From an optimization exercise on the open Yosys and OpenROAD flow, aimed at small area, a short achievable clock period and few clock cycles per item; shortcuts taken in it are not production practice.
Only simulation tests tie the RTL to the original design; equivalence was not proved.
No activity file was given, so power comes from the tool's default toggle rates.

Design sp_multicycle, start of the top module:
module sp_multicycle #(
  parameter int MEM_AW = 12
) (
  input  logic                 clk,
  input  logic                 rst,
  input  logic                 in_valid,
  input  logic [31:0]          inst,
  output logic                 out_valid,
  output logic [31:0]          inst_addr,
  output logic [MEM_AW-1:0]    mem_addr,
  output logic                 mem_wen,
  output logic [31:0]          mem_wdata,
  input  logic [31:0]          mem_rdata
);
  localparam logic [5:0] OP_RTYPE = 6'd0;
  localparam logic [5:0] OP_ANDI  = 6'd1;
  localparam logic [5:0] OP_ORI   = 6'd2;
  localparam logic [5:0] OP_ADDI  = 6'd3;
  localparam logic [5:0] OP_SUBI  = 6'd4;
  localparam logic [5:0] OP_LW    = 6'd5;
  localparam logic [5:0] OP_SW    = 6'd6;
  localparam logic [5:0] OP_BEQ   = 6'd7;
  localparam logic [5:0] OP_BNE   = 6'd8;
  localparam logic [5:0] OP_LUI   = 6'd9;
  localparam logic [5:0] OP_J     = 6'd10;
  localparam logic [5:0] OP_JAL   = 6'd11;
  localparam logic [5:0] FN_AND = 6'd0;
  localparam logic [5:0] FN_OR  = 6'd1;
  localparam logic [5:0] FN_ADD = 6'd2;
  localparam logic [5:0] FN_SUB = 6'd3;
  localparam logic [5:0] FN_SLT = 6'd4;
  localparam logic [5:0] FN_SLL = 6'd5;
  localparam logic [5:0] FN_NOR = 6'd6;
  localparam logic [5:0] FN_JR  = 6'd7;
  ...
clock: 10.0 ns
lec_check: 0
cap_margin: 20
core_margin: 2
core_utilization: 45
cts_cluster_diameter: 100
cts_cluster_size: 25
place_density: 0.6
setup_slack_margin: 5
slew_margin: 20
synth_hierarchical: 1
run.sh (not shown) runs the stock make flow with config.mk's settings and CLKGATE_MAP_FILE= SYNTH_SCRIPT=/design/flow/synth_recipe.tcl, a recipe that flattens the netlist after the stock synthesis.
Testbench counts at the start, summed over its fixed seeds: cycles 49,704, insts 24,000.
Change:
==> flow/flow/run.sh (new file) <==
#!/bin/bash
set -euo pipefail
bash standard.sh SETUP_SLACK_MARGIN=5.6 "BUFFER_PORTS_ARGS=-buffer_cell sky130_fd_sc_hd__buf_2" finish > make.log 2>&1
==> flow/standard.sh (new file) <==
#!/bin/bash
# synth_recipe.tcl (not shown) runs the flow's synth.tcl, then flattens the netlist and writes it again
# the make line also repeats each setting of config.mk as NAME=value (left out here)
make -C /OpenROAD-flow-scripts/flow DESIGN_CONFIG=/design/flow/config.mk WORK_HOME=/design/flow/orfs CLKGATE_MAP_FILE= SYNTH_SCRIPT=/design/flow/synth_recipe.tcl "${@:-finish}"
- SETUP_SLACK_MARGIN: 5 -> not set
removed: flow/run.sh
After rerunning:
- core utilization rose by 1.6 points
- worst setup slack improves by 240 ps
- sequential power stays flat
Change:
==> flow/flow/run.sh (replaced) <==
#!/bin/bash
set -euo pipefail
bash standard.sh SETUP_SLACK_MARGIN=6.0 finish > make.log 2>&1
- The changed run produced a clean layout
- final area is higher by 11%
- die area is unchanged
- setup slack improved by 110 ps
- routed wire length came out higher by 12%
- hold slack gains 13 ps
- power rises by 1.6%
- cell count grows by about 6.6%
- sequential power hardly moves
- clock skew came out lower by 13 ps
Change:
==> flow/flow/run.sh (replaced) <==
#!/bin/bash
set -euo pipefail
bash standard.sh SETUP_SLACK_MARGIN=5.6 finish > make.log 2>&1
The new run went through all stages and came out clean.
Design area decreases by roughly a tenth.
Die area stays the same.
Non-clock buffer count decreases by 404.
Power decreases slightly.
Worst setup slack loses 180 ps.
Clock power barely changes.
Wire length decreases by about a fifth.
Global-route usage decreases by 8.2 points.
Via count decreases by roughly a tenth.
Clock skew increases by 7.6 ps.
Change:
==> flow/flow/run.sh (replaced) <==
#!/bin/bash
set -euo pipefail
bash standard.sh SETUP_SLACK_MARGIN=5.4 finish > make.log 2>&1
Wire length fell by a few percent. Design area fell slightly. Total power fell by a few percent. Combinational power fell by roughly a tenth.
Change:
==> flow/flow/run.sh (replaced) <==
#!/bin/bash
set -euo pipefail
bash standard.sh SETUP_SLACK_MARGIN=5.2 finish > make.log 2>&1
Design area went down by 0.79%.
Combinational power went down by about 3%.
Wire length went down by about 0.34%.

separate check: timing with driven ports:
How much do the figures lean on ideal ports? The routed layouts below were timed once more, with nothing changed but the port constraints.
Step 1: set_driving_cell puts a clkbuf_16 on clk and a buf_2 on each other input, an assumption about the parent block.
Step 2 moves the port delays by t, midway between the first and last clock arrival at a register: inputs arrive t later, outputs are due t later. That takes back most of the time a late clock gives input paths.
a / b / c = ideal / step 1 / step 2; a / b = the first two.
run	t (ns)	slack for setup (ns)	worst register clock-pin slew, ns	worst slew at a driven data input, ns	pins driven straight from the clock port
the first run	0.754	5.030 / 4.959 / 4.328	0.11 / 0.11	0.09	1
the second run	0.791	5.273 / 5.191 / 4.559	0.11 / 0.11	0.24	1
the third run	0.807	5.385 / 5.361 / 4.554	0.11 / 0.11	0.17	1
the fourth run	0.777	5.202 / 5.125 / 4.646	0.11 / 0.11	0.15	1
the fifth run	0.764	5.283 / 5.207 / 4.642	0.11 / 0.11	0.09	1
the sixth run	0.776	5.056 / 4.984 / 4.494	0.11 / 0.11	0.08	1
After both steps setup and hold are still met in every run listed. The setup slack of the third run, which loses most, moves by -0.024 ns with the drivers and by -0.831 ns with both steps.
